This is an optimization exercise on Yosys and OpenROAD, whose aim is small area, not a production implementation.
Function was not checked in any run shown here: the RTL went through the layout flow alone.
Power and IR drop assume default switching activity.

**run.sh**
```bash
#!/bin/bash
# synth_recipe.tcl (not shown) runs the flow's synth.tcl, then flattens the netlist and writes it again
# the make line also repeats each setting of config.mk as NAME=value (left out here)
make -C /OpenROAD-flow-scripts/flow DESIGN_CONFIG=/design/flow/config.mk WORK_HOME=/design/flow/orfs CLKGATE_MAP_FILE= SYNTH_SCRIPT=/design/flow/synth_recipe.tcl finish
```
**design.v**
```verilog
package uartPkg;
	localparam logic [11:0] configAddr = 12'h000;
	localparam logic [11:0] clearAddr = 12'h004;
	localparam logic [11:0] statusAddr = 12'h008;
	localparam logic [11:0] rxAddr = 12'h010;
	localparam logic [11:0] txAddr = 12'h014;
	localparam int configWidth = 21;
	localparam logic [configWidth-1:0] configDefault = 21'h01047;
	localparam int divisorWidth = 16;
	localparam int cfgWaitForTxSpace = 16;
	localparam int cfgEnable = 17;
	localparam int cfgLostIrqEn = 18;
	localparam int cfgRxIrqEn = 19;
	localparam int cfgTxDoneIrqEn = 20;
	localparam int stRxAvail = 0;
	localparam int stRxFull = 1;
	localparam int stRxLost = 2;
	localparam int stTxAvail = 3;
	localparam int stTxFull = 4;
	localparam int stTxLost = 5;
	localparam int clrRx = 0;
	localparam int clrTx = 1;
	localparam int clrRxFifo = 2;
	localparam int clrTxFifo = 3;
endpackage
`timescale 1ns/1ns
module byteFifo #(
	parameter int depth = 32
) (
	input logic clk,
	input logic rst,
	input logic [7:0] dataIn,
	input logic we,
	input logic oe,
	output logic [7:0] dataOut,
	output logic isData,
	output logic bufferFull,
	output logic dataLost
);
	localparam int ptrWidth = $clog2(depth);
	logic [7:0] mem [depth];
	logic [ptrWidth-1:0] rdPtr;
	logic [ptrWidth-1:0] wrPtr;
	logic [ptrWidth:0] count;
	logic doPush;
	logic doPop;
	assign isData = count != '0;
	assign bufferFull = count == (ptrWidth + 1)'(depth);
	assign dataOut = mem[rdPtr];
	assign doPush = we && (!bufferFull || oe);
	assign doPop = oe && isData;
	always_ff @(posedge clk) begin
		if (doPush) begin
			mem[wrPtr] <= dataIn;
		end
	end
	always_ff @(posedge clk) begin
		if (rst) begin
			rdPtr <= '0;
			wrPtr <= '0;
			count <= '0;
			dataLost <= 1'b0;
		end else begin
			if (doPush) begin
				wrPtr <= wrPtr + 1'b1;
			end
			if (doPop) begin
				rdPtr <= rdPtr + 1'b1;
			end
			case ({doPush, doPop})
				2'b10: count <= count + 1'b1;
				2'b01: count <= count - 1'b1;
				default: count <= count;
			endcase
			if (we && !doPush) begin
				dataLost <= 1'b1;
			end
		end
	end
endmodule
`timescale 1ns/1ns
import uartPkg::*;
module uartRx (
	input logic clk,
	input logic rst,
	input logic [uartPkg::divisorWidth-1:0] cyclesPerBit,
	input logic rx,
	output logic [7:0] rxByte,
	output logic rxValid
);
	typedef enum logic [1:0] {
		rxIdle,
		rxStartBit,
		rxDataBits,
		rxStopBit
	} stateType;
	stateType state;
	logic rxMeta;
	logic rxSync;
	logic rxLast;
	logic [divisorWidth-1:0] counter;
	logic [2:0] bitIndex;
	logic [7:0] shiftReg;
	logic tick;
	assign tick = counter == '0;
	always_ff @(posedge clk) begin
		if (rst) begin
			rxMeta <= 1'b1;
			rxSync <= 1'b1;
			rxLast <= 1'b1;
		end else begin
			rxMeta <= rx;
			rxSync <= rxMeta;
			rxLast <= rxSync;
		end
	end
	always_ff @(posedge clk) begin
		if (rst) begin
			state <= rxIdle;
			counter <= '0;
			bitIndex <= '0;
			rxValid <= 1'b0;
		end else begin
			rxValid <= 1'b0;
			if (state != rxIdle) begin
				counter <= tick ? cyclesPerBit : counter - 1'b1;
			end
			case (state)
				rxIdle: begin
					if (rxLast && !rxSync) begin
						state <= rxStartBit;
						counter <= cyclesPerBit >> 1;
					end
				end
				rxStartBit: begin
					bitIndex <= '0;
					if (tick) begin
						state <= rxSync ? rxIdle : rxDataBits;
					end
				end
				rxDataBits: begin
					if (tick) begin
						bitIndex <= bitIndex + 1'b1;
						if (bitIndex == 3'd7) begin
							state <= rxStopBit;
						end
					end
				end
				rxStopBit: begin
					if (tick) begin
						state <= rxIdle;
						rxValid <= rxSync;
					end
				end
				default: state <= rxIdle;
			endcase
		end
	end
	always_ff @(posedge clk) begin
		if (state == rxDataBits && tick) begin
			shiftReg <= {rxSync, shiftReg[7:1]};
		end
		if (state == rxStopBit && tick) begin
			rxByte <= shiftReg;
		end
	end
endmodule
`timescale 1ns/1ns
import uartPkg::*;
module uartTx (
	input logic clk,
	input logic rst,
	input logic [uartPkg::divisorWidth-1:0] cyclesPerBit,
	input logic txStart,
	input logic [7:0] txByteIn,
	input logic block,
	output logic tx,
	output logic txBusy
);
	logic [9:0] shiftReg;
	logic [divisorWidth-1:0] counter;
	logic [3:0] bitCount;
	logic launch;
	logic tick;
	assign launch = txStart && !txBusy && !block;
	assign tick = counter == '0;
	always_ff @(posedge clk) begin
		if (rst) begin
			txBusy <= 1'b0;
			counter <= '0;
			bitCount <= '0;
		end else if (block) begin
			txBusy <= 1'b0;
		end else if (!txBusy) begin
			if (txStart) begin
				txBusy <= 1'b1;
				counter <= cyclesPerBit;
				bitCount <= '0;
			end
		end else if (tick) begin
			counter <= cyclesPerBit;
			bitCount <= bitCount + 1'b1;
			if (bitCount == 4'd9) begin
				txBusy <= 1'b0;
			end
		end else begin
			counter <= counter - 1'b1;
		end
	end
	always_ff @(posedge clk) begin
		if (launch) begin
			shiftReg <= {1'b1, txByteIn, 1'b0};
		end else if (txBusy && tick) begin
			shiftReg <= {1'b1, shiftReg[9:1]};
		end
	end
	assign tx = (txBusy && !block) ? shiftReg[0] : 1'b1;
endmodule
`timescale 1ns/1ns
import uartPkg::*;
module uartRegisters #(
	parameter logic [3:0] deviceId = 4'h0
) (
	input logic clk,
	input logic rst,
	input logic peripheralEnable,
	input logic busWe,
	input logic busOe,
	input logic [15:0] busAddress,
	input logic [3:0] busByteSelect,
	input logic [31:0] busDataWrite,
	output logic [31:0] busDataRead,
	output logic requestOutput,
	output logic busBusy,
	input logic [5:0] status,
	input logic [7:0] rxHead,
	input logic rxAvail,
	input logic txFull,
	output logic [uartPkg::divisorWidth-1:0] cyclesPerBit,
	output logic enable,
	output logic waitForTxSpace,
	output logic lostIrqEn,
	output logic rxIrqEn,
	output logic txDoneIrqEn,
	output logic txPush,
	output logic [7:0] txByte,
	output logic rxPop,
	output logic [3:0] clearPulses
);
	logic select;
	logic [11:0] localAddress;
	logic writeCycle;
	logic readCycle;
	logic readHit;
	logic txWrite;
	logic txStall;
	logic clearWrite;
	logic [31:0] readMux;
	logic [31:0] readData;
	logic [configWidth-1:0] configuration;
	assign select = peripheralEnable && (busAddress[15:12] == deviceId);
	assign localAddress = busAddress[11:0];
	assign writeCycle = select && busWe;
	assign readCycle = select && busOe;
	always_ff @(posedge clk) begin
		if (rst) begin
			configuration <= configDefault;
		end else if (writeCycle && localAddress == configAddr) begin
			for (int i = 0; i < configWidth; i++) begin
				if (busByteSelect[i / 8]) begin
					configuration[i] <= busDataWrite[i];
				end
			end
		end
	end
	assign cyclesPerBit = configuration[divisorWidth-1:0];
	assign waitForTxSpace = configuration[cfgWaitForTxSpace];
	assign enable = configuration[cfgEnable];
	assign lostIrqEn = configuration[cfgLostIrqEn];
	assign rxIrqEn = configuration[cfgRxIrqEn];
	assign txDoneIrqEn = configuration[cfgTxDoneIrqEn];
	assign clearWrite = writeCycle && localAddress == clearAddr && busByteSelect[0];
	assign clearPulses = clearWrite ? busDataWrite[3:0] : 4'b0;
	assign txWrite = writeCycle && localAddress == txAddr && busByteSelect[0];
	assign txStall = waitForTxSpace && enable && txFull;
	assign txPush = txWrite && !txStall;
	assign busBusy = txWrite && txStall;
	assign txByte = busDataWrite[7:0];
	assign rxPop = readCycle && localAddress == rxAddr && rxAvail;
	always_comb begin
		readHit = readCycle;
		case (localAddress)
			configAddr: readMux = {{(32 - configWidth){1'b0}}, configuration};
			clearAddr: readMux = 32'h0;
			statusAddr: readMux = {26'h0, status};
			rxAddr: readMux = rxAvail ? {23'h0, 1'b1, rxHead} : 32'h0;
			txAddr: readMux = 32'h0;
			default: begin
				readMux = 32'hffff_ffff;
				readHit = 1'b0;
			end
		endcase
	end
	always_ff @(posedge clk) begin
		if (rst) begin
			requestOutput <= 1'b0;
		end else begin
			requestOutput <= readHit;
		end
	end
	always_ff @(posedge clk) begin
		readData <= readMux;
	end
	assign busDataRead = requestOutput ? readData : 32'hffff_ffff;
endmodule
`timescale 1ns/1ns
import uartPkg::*;
module uartDevice #(
	parameter logic [3:0] deviceId = 4'h0,
	parameter int rxDepth = 32,
	parameter int txDepth = 32
) (
	input logic clk,
	input logic rst,
	input logic peripheralEnable,
	input logic busWe,
	input logic busOe,
	input logic [15:0] busAddress,
	input logic [3:0] busByteSelect,
	input logic [31:0] busDataWrite,
	output logic [31:0] busDataRead,
	output logic busBusy,
	output logic requestOutput,
	output logic uartEn,
	input logic uartRx,
	output logic uartTx,
	output logic uartIrq
);
	logic [divisorWidth-1:0] cyclesPerBit;
	logic enable;
	logic waitForTxSpace;
	logic lostIrqEn;
	logic rxIrqEn;
	logic txDoneIrqEn;
	logic txPush;
	logic [7:0] txByte;
	logic rxPop;
	logic [3:0] clearPulses;
	logic [7:0] rxHead;
	logic rxAvail;
	logic rxFull;
	logic rxLost;
	logic [7:0] txHead;
	logic txAvail;
	logic txFull;
	logic txLost;
	logic [7:0] rxByte;
	logic rxValid;
	logic txBusy;
	logic txStart;
	logic rxLine;
	logic [5:0] flags;
	logic [5:0] buffered;
	logic [5:0] status;
	logic wasSending;
	uartRegisters #(.deviceId(deviceId)) uartRegisters_i (
		.clk(clk),
		.rst(rst),
		.peripheralEnable(peripheralEnable),
		.busWe(busWe),
		.busOe(busOe),
		.busAddress(busAddress),
		.busByteSelect(busByteSelect),
		.busDataWrite(busDataWrite),
		.busDataRead(busDataRead),
		.requestOutput(requestOutput),
		.busBusy(busBusy),
		.status(status),
		.rxHead(rxHead),
		.rxAvail(rxAvail),
		.txFull(txFull),
		.cyclesPerBit(cyclesPerBit),
		.enable(enable),
		.waitForTxSpace(waitForTxSpace),
		.lostIrqEn(lostIrqEn),
		.rxIrqEn(rxIrqEn),
		.txDoneIrqEn(txDoneIrqEn),
		.txPush(txPush),
		.txByte(txByte),
		.rxPop(rxPop),
		.clearPulses(clearPulses)
	);
	assign uartEn = enable;
	assign rxLine = enable ? uartRx : 1'b1;
	assign txStart = txAvail && enable && !txBusy;
	byteFifo #(.depth(rxDepth)) rxFifo_i (
		.clk(clk),
		.rst(rst || clearPulses[clrRxFifo]),
		.dataIn(rxByte),
		.we(rxValid && enable),
		.oe(rxPop),
		.dataOut(rxHead),
		.isData(rxAvail),
		.bufferFull(rxFull),
		.dataLost(rxLost)
	);
	byteFifo #(.depth(txDepth)) txFifo_i (
		.clk(clk),
		.rst(rst || clearPulses[clrTxFifo]),
		.dataIn(txByte),
		.we(txPush),
		.oe(txStart),
		.dataOut(txHead),
		.isData(txAvail),
		.bufferFull(txFull),
		.dataLost(txLost)
	);
	uartRx uartRx_i (
		.clk(clk),
		.rst(rst || clearPulses[clrRx]),
		.cyclesPerBit(cyclesPerBit),
		.rx(rxLine),
		.rxByte(rxByte),
		.rxValid(rxValid)
	);
	uartTx uartTx_i (
		.clk(clk),
		.rst(rst || clearPulses[clrTx]),
		.cyclesPerBit(cyclesPerBit),
		.txStart(txStart),
		.txByteIn(txHead),
		.block(!enable),
		.tx(uartTx),
		.txBusy(txBusy)
	);
	always_comb begin
		flags = '0;
		flags[stRxAvail] = rxAvail;
		flags[stRxFull] = rxFull;
		flags[stRxLost] = rxLost;
		flags[stTxAvail] = txAvail;
		flags[stTxFull] = txFull;
		flags[stTxLost] = txLost;
	end
	always_ff @(posedge clk) begin
		if (rst) begin
			buffered <= '0;
			status <= '0;
			wasSending <= 1'b0;
		end else begin
			buffered <= flags;
			status <= buffered;
			wasSending <= buffered[stTxAvail];
		end
	end
	assign uartIrq = (lostIrqEn && (buffered[stRxLost] || buffered[stTxLost]))
		|| (rxIrqEn && buffered[stRxAvail])
		|| (txDoneIrqEn && wasSending && !buffered[stTxAvail]);
endmodule
```
**constraint.sdc**
```tcl
create_clock -name core_clock -period 10.0 [get_ports {clk}]
set_input_delay 2.0000 -clock core_clock [delete_from_list [all_inputs] [get_ports {clk}]]
set_output_delay 2.0000 -clock core_clock [all_outputs]
set_load 0.01 [all_outputs]
```
**config.mk**
```make
export PLATFORM = sky130hd
export DESIGN_NAME = uartDevice
export DESIGN_NICKNAME = uartDevice
export VERILOG_FILES = /design/flow/design.v
export SDC_FILE = /design/flow/constraint.sdc
export NUM_CORES = 4
export LEC_CHECK = 0
export CAP_MARGIN = 20
export CORE_MARGIN = 2
export CORE_UTILIZATION = 40
export SLEW_MARGIN = 20
```
==> flow_summary.ini, run 1 <==
[timing]
finalCritPeriodShare_pct = 68.3
setup_viol_count_final = 0
min_period_ps = 6830
tightest_slew_ps = 1150
finalSetupTns_ps = 0
rsz0062_at_grt = no
setup_ws_ps = 3170
finalClockSkew_ps = 35.6
maxSlewViolCount = 0
slew-limit-headroom_pct = 22.9
hold_viol = 0
max_freq_ghz = 0.146

[detailed_routing]
vias = 15900
first_iter_violations = 1424
wl_met1_mm = 27.9
wl_met3_mm = 3.44
detail-route-antenna-nets = 0
wl_per_cell_um = 22.2
drt_pass1_iterations = 5
drcViolationCount = 0
met2_length_mm = 30.7
viasPerCell = 5.54
wirelength_mm = 63.6
top_layer = met4

[yosys]
syn_nets = 1900
synth-seq-area-share_pct = 68.0
synthArstFlopShare_pct = 0
synth.area.mux_share_pct = 13.1
yosys.area_share.simple_pct = 8.18
yosys_warnings = 5
synth_common_cells = edfxtp_1, nor2_1, dfxtp_1
synth.most_common_cell = edfxtp_1
synth.avg_cell_area_um2 = 15.4
synth_edf_count = 536
synth-seq-cells = 683
synth_top_flop_cell = edfxtp_1
synth_area_leader_cell = edfxtp_1
yosys.area_share.adder_pct = 1.03
synth_top_area_share_pct = 57.5
synth_cell_types = 72
synthXorXnorAreaFrac_pct = 0.783
synth-compound-area-share_pct = 6.63
syn_area_um2 = 28000
netlist_instances = 1819
yosys-top-cells-area = edfxtp_1, dfxtp_1, mux4_2, mux2i_1, nor2_1
synth_top_family_by_area = multiplexers

[power]
p_clk_share_pct = 45.6
power.leakage_uw = 0.0101
intPower_uw = 4560
p_comb_share_pct = 0.9
max-vdd-ir-drop_v = 0.000136
p_per_area_nw_per_um2 = 177
p_sw_share_pct = 19.8
p_sw_uw = 1120
seqPwrFrac_pct = 53.4

[placement]
portBuffers = 82
post-place-ws_ps = 3180
place_congestion = 0.822
hpwlAfterDp_mm = 39.7

[finish]
drive_above_1_share_pct = 15.9
fill_cells = 6010
n_antenna_cell = 0
syn_to_final_growth_pct = 14.7
layout.nets = 1965

[setup_path]
slowest_delay_ps = 600
path_max_fanout = 6
path_cells = clkdlybuf4s50_1 > nor4_1 > nand4b_1 > nor3_1 > and4_1 > clkdlybuf4s50_1
startpoint = busAddress[9]
cp_slowest_cell = clkdlybuf4s50_1
cp-start-kind = input port
crit_path_frequent_cell = clkdlybuf4s50_1
required_ps = 8000
reg2reg_slack_ps = 5790
r2r-start = uartTx_i.txBusy$_SDFF_PP0_
worst_ep_arrival_time_ps = 4830
crit_type = input port to primary output
endpoint_kind = primary output

[floorplan]
initial_core_util_pct = 40.6
fp.coreArea_um2 = 68900
rows = 96
die-area_um2 = 72100
pin_count = 95
die_h_um = 268
die_w_um = 268

[clocking]
ctsHoldBuffers = 0
cts-root-buf = clkbuf_16
cts_buffers = 73
cts_tree = yes
cts_sinks = 683
insertion_delay_ps = 620
post-cts-setup-buffers = 0
clk_pin_slew_ps = 60
cts_htree_levels = 3
cts.repair.resized = 0
clock_path_buffers = 3

[global_route]
grt_pass1_vias = 16000
antenna_found_initial = 0
grt_max_degree = 63
grt_use_total_pct = 17.7
grt_pass1_wl_mm = 96.6
overflow = 0

[min_path]
hold_class = flop to flop
min_from = uartRx_i.rxMeta$_SDFF_PP1_

[outcome]
status = no timing/DRC/antenna violations

[run]
maxCapViolCount = 0
==> critical path: cells and delay by family <==
kind                   cells  cell delay (ps)
buffers and inverters      2             1000
and+or+nand+nor            4             1830
==> placed cells by master, fill, tap and decap left out, types with 36 or more instances in the layout <==
cell	Yosys	final
dfxtp_1	147	142
nand2_1	72	72
o21ai_0	41	41
clkdlybuf4s50_1	0	78
mux4_2	124	124
nor2_1	151	151
clkbuf_16	0	76
nand2b_1	36	36
a21oi_1	68	68
mux2i_1	66	66
edfxtp_1	536	536
==> state kept, by name (all words and copies together) (netlist names), 8 cells and up, named ones only <==
| name | cells |
|---|---|
| uartRegisters_i.readData | 22 |
| uartRx_i.rxByte | 8 |
| uartTx_i.shiftReg | 9 |
| rxFifo_i.mem | 256 |
| uartRx_i.shiftReg | 8 |
| uartRegisters_i.configuration | 21 |
| uartRx_i.counter | 16 |
| uartTx_i.counter | 16 |
| txFifo_i.mem | 256 |
==> metal layers <==
metal	up-vias	global-route usage (%)
met5	-	0
met4	0	5.32
met3	102	3.05
met2	444	28.9
met1	8126	24.5
li1	7235	-
==> cell type report <==
cell class / instances / area [um2] / area share (%)
sequential: 683 / 19000 / 59.4
multi-input combinational: 985 / 8360 / 26.1
clock buffer: 104 / 2040 / 6.35
tap: 931 / 1160 / 3.63
timing repair buffer: 111 / 1110 / 3.45
clock inverter: 29 / 259 / 0.807
inverter: 30 / 113 / 0.351
==> path summary, 6_finish.rpt <==
path	endpoint	cells past startpoint
hold / removal	uartRx_i.rxSync$_SDFF_PP1_	1
setup reg to reg	txFifo_i.count[4]$_SDFFE_PP0P_	11
setup / recovery	busBusy	6
hold reg to reg	uartRx_i.rxSync$_SDFF_PP1_	1
==> cells by family after synthesis <==
logic type | Yosys count
and+or+nand+nor | 452
AOI/OAI and AO/OA | 275
muxes | 210
buffers and inverters | 151
adders and majority gates | 23
DFF | 683
xor gates and xnor gates | 25
==> power by group through the flow <==
stage	Combinational (uW)	Sequential, uW	Clock (uW)
final	53.8	3040	2590
after CTS	55.0	3040	2650
after detailed placement	54.8	3100	0
after global routing	58.4	3030	2760
after floorplan	11.3	3100	0
after global placement	53.0	3100	0
==> through the flow <==
step | hold WS (ps) | instances | total power (uW) | util (%) | area, um2
floorplan | 393 | 1819 | 3110 | - | 28000
global placement | 399 | 2733 | 3150 | 43.0 | 29700
detailed placement | 401 | 2733 | 3150 | 43.0 | 29700
CTS | 416 | 2866 | 5740 | 46.4 | 32000
global route | 414 | 2873 | 5850 | 46.5 | 32100
finish | 413 | 2873 | 5680 | 46.5 | 32100
==> inputs of run 2 (changes only) <==
--- a/config.mk
+++ b/config.mk
@@ -5,7 +5,10 @@
 export SDC_FILE = /design/flow/constraint.sdc
 export NUM_CORES = 4
 export LEC_CHECK = 0
+export ABC_AREA = 1
 export CAP_MARGIN = 20
 export CORE_MARGIN = 2
-export CORE_UTILIZATION = 40
+export CORE_UTILIZATION = 60
+export CTS_BUF_LIST = sky130_fd_sc_hd__clkbuf_8
+export CTS_CLUSTER_SIZE = 20
 export SLEW_MARGIN = 20
==> flow_summary.ini, run 2 <==
[yosys]
netlist_instances = 2861
yosys.area_share.adder_pct = 0.976
synth_top_area_share_pct = 54.6
syn_area_um2 = 29500
synth_area_leader_cell = edfxtp_1
synth_common_cells = edfxtp_1, nor2_1, nand2_1
synth.most_common_cell = edfxtp_1
synth_top_flop_cell = edfxtp_1
synth-compound-area-share_pct = 8.56
yosys_warnings = 5
synth_cell_types = 47
synth.area.mux_share_pct = 0
yosys-top-cells-area = edfxtp_1, dfxtp_1, nor2_1, nand3_1, nand2_1
syn_nets = 2942
synth-seq-cells = 683
synthArstFlopShare_pct = 0
synth_edf_count = 536
synth.avg_cell_area_um2 = 10.3
yosys.area_share.simple_pct = 19.3
synth-seq-area-share_pct = 64.6
synth_top_family_by_area = simple AND/OR/NAND/NOR gates
synthXorXnorAreaFrac_pct = 0.951

[detailed_routing]
detail-route-antenna-nets = 0
first_iter_violations = 2285
vias = 20700
drcViolationCount = 0
wl_per_cell_um = 19.0
wirelength_mm = 69.9
viasPerCell = 5.63
drt_pass1_iterations = 8

[setup_path]
r2r-start = uartRegisters_i.configuration[17]$_SDFFE_PP0P_
slowest_delay_ps = 580
path_cells = clkdlybuf4s50_1 > nor2_2 > inv_1 > nor2_2 > nand3_1 > nor3_1 > clkdlybuf4s50_1
endpoint_kind = primary output
reg2reg_to = rxFifo_i.count[4]$_SDFFE_PP0P_
startpoint = busAddress[7]
worst_ep_arrival_time_ps = 3730
path_delay_family = buffers and inverters
cp_slowest_cell = clkdlybuf4s50_1
cp-start-kind = input port
crit_buf_inv = 3
required_ps = 8000
reg2regPathDepth = 13
crit_type = input port to primary output
reg2reg_slack_ps = 6440
path_max_fanout = 4

[floorplan]
die-area_um2 = 50900
initial_core_util_pct = 60.5
pin_count = 95
die_w_um = 226
die_h_um = 226
fp.coreArea_um2 = 48700
rows = 81

[outcome]
status = no timing/DRC/antenna violations

[min_path]
hold_depth = 2
whs_endpoint = status[1]$_SDFF_PP0_
hold_class = flop to flop
min_from = buffered[1]$_SDFF_PP0_

[power]
max-vdd-ir-drop_v = 0.000122
seqPwrFrac_pct = 57.2
power.leakage_uw = 0.0118
p_comb_share_pct = 2.2
p_clk_share_pct = 40.6
p_per_area_nw_per_um2 = 163
p_sw_share_pct = 21.4
intPower_uw = 4180
p_sw_uw = 1140

[clocking]
cts_htree_levels = 3
cts_tree = yes
ctsHoldBuffers = 0
insertion_delay_ps = 700
clock_path_buffers = 3
cts_sinks = 683
cts_buffers = 106
post-cts-setup-buffers = 0
clk_pin_slew_ps = 60
cts.repair.resized = 0
cts-root-buf = clkbuf_8

[finish]
fill_cells = 3910
layout.nets = 3007
reg_top3 = rxFifo_i.mem x256, txFifo_i.mem x256, uartRegisters_i.readData x22
layout_commonest_cell = edfxtp_1
n_antenna_cell = 0
syn_to_final_growth_pct = 10.6
layout_common_cells = edfxtp_1, nor2_1, nand2_1
drive_above_1_share_pct = 8.86
fin_util_pct = 66.9

[global_route]
grt_max_degree = 108
grt_use_total_pct = 27.7
grt_pass1_vias = 19500
antenna_found_initial = 0
overflow = 0
grt_pass1_wl_mm = 108

[placement]
portBuffers = 82
hpwlAfterDp_mm = 43.3
place_congestion = 0.897

[timing]
hold_viol = 0
tightest_slew_ps = 1110
setup_viol_count_final = 0
finalSetupTns_ps = 0
slew-limit-headroom_pct = 25.1
finalClockSkew_ps = 28.2
rsz0062_at_grt = no
finalCritPeriodShare_pct = 57.3
min_period_ps = 5730
maxSlewViolCount = 0
max_freq_ghz = 0.175

[run]
maxCapViolCount = 0
[run 2: changes by cell type in the layout (fill, tap and decap cells not counted), moves of 66 or more]
cell       change
o21ai_0      +219
nand3_1      +268
nand2_1      +279
mux4_2       -124
nor2_1       +366
clkbuf_8     +111
mux2i_1       -66
inv_1        +215
clkbuf_16     -75
[run 2: logic make-up after synthesis]
family / count (synthesis)
flops: 683
compound gates: 452
fa+ha+maj: 23
simple gates: 1299
buf+inv: 372
xor+xnor: 32
[run 2: area by class of cell]
class | count | area (um2) | share of cell area (%)
repair buffers | 111 | 1060 | 3.24
inverters | 218 | 827 | 2.54
well taps | 664 | 831 | 2.55
clock inverters | 82 | 390 | 1.20
flip-flops and latches | 683 | 19000 | 58.4
clock buffers | 114 | 1570 | 4.81
multi-input cells | 1806 | 8890 | 27.3
[run 2: power groups by stage]
| stage | clock [uW] | combinational, uW | sequential (uW) |
|---|---|---|---|
| finish | 2160 | 115 | 3040 |
| global route | 2310 | 125 | 3040 |
| CTS | 2190 | 113 | 3040 |
| detailed placement | 0 | 113 | 3100 |
| global placement | 0 | 112 | 3100 |
| floorplan | 0 | 60.1 | 3100 |
[run 2: metal layers]
layer | up-vias | part of all wire (%) | track usage, %
met5 | - | 0 | 0
met3 | 109 | 7.9 | 5.88
met4 | 0 | 2.4 | 9.63
met2 | 767 | 45 | 41.9
met1 | 9856 | 45 | 39.9
li1 | 9974 | - | -
[run 2: worst min-delay path, delay by kind of cell (launching register included)]
| family | cells | cell delay [ps] |
|---|---|---|
| DFF | 1 | 300 |
| buffers and inverters | 1 | 40 |
| and+or+nand+nor | 1 | 30 |
[run 2: worst max path at each step]
stage | cells after the start | endpoint
6_report | 7 | busBusy
4_1_cts | 7 | busBusy
3_3_place_gp | 7 | busBusy
3_5_place_dp | 7 | busBusy
5_1_grt | 7 | busBusy
2_1_floorplan | 5 | busBusy
[run 2: per-stage QoR]
| step | cell area (um2) | instances | total power (uW) | hold slack [ps] | setup slack, ps |
|---|---|---|---|---|---|
| 3_5_place_dp | 30500 | 3481 | 3210 | 399 | 4270 |
| 6_report | 32600 | 3678 | 5310 | 414 | 4270 |
| 5_1_grt | 32600 | 3678 | 5480 | 424 | 4190 |
| 3_3_place_gp | 30500 | 3481 | 3210 | 397 | 4300 |
| 4_1_cts | 32500 | 3677 | 5350 | 413 | 4270 |
| 2_1_floorplan | 29500 | 2861 | 3160 | 388 | 5260 |

port drivers added, routing unchanged:
No port has a modelled driver above. Below, the same layouts with a new extraction and two added sets of constraints.
Step 1: set_driving_cell puts a clkbuf_16 on clk and a buf_2 on each other input, an assumption about the parent block.
Step 2 moves the port delays by t, midway between the first and last clock arrival at a register: inputs arrive t later, outputs are due t later. That takes back most of the time a late clock gives input paths.
Three values: ideal, step 1, step 2; two values: the first two.
run | t, ns | setup slack, ns | worst setup path after step 2 | cell pins on the clock port's net
run 1 | 0.665 | 3.171 / 3.143 / 3.143 | input to output | 1
run 2 | 0.741 | 4.274 / 4.252 / 4.252 | input to output | 1
After both steps setup and hold are still met in every run listed. For run 1, which loses most, drivers alone change the setup slack by -0.028 ns; drivers and shift together by -0.028 ns.
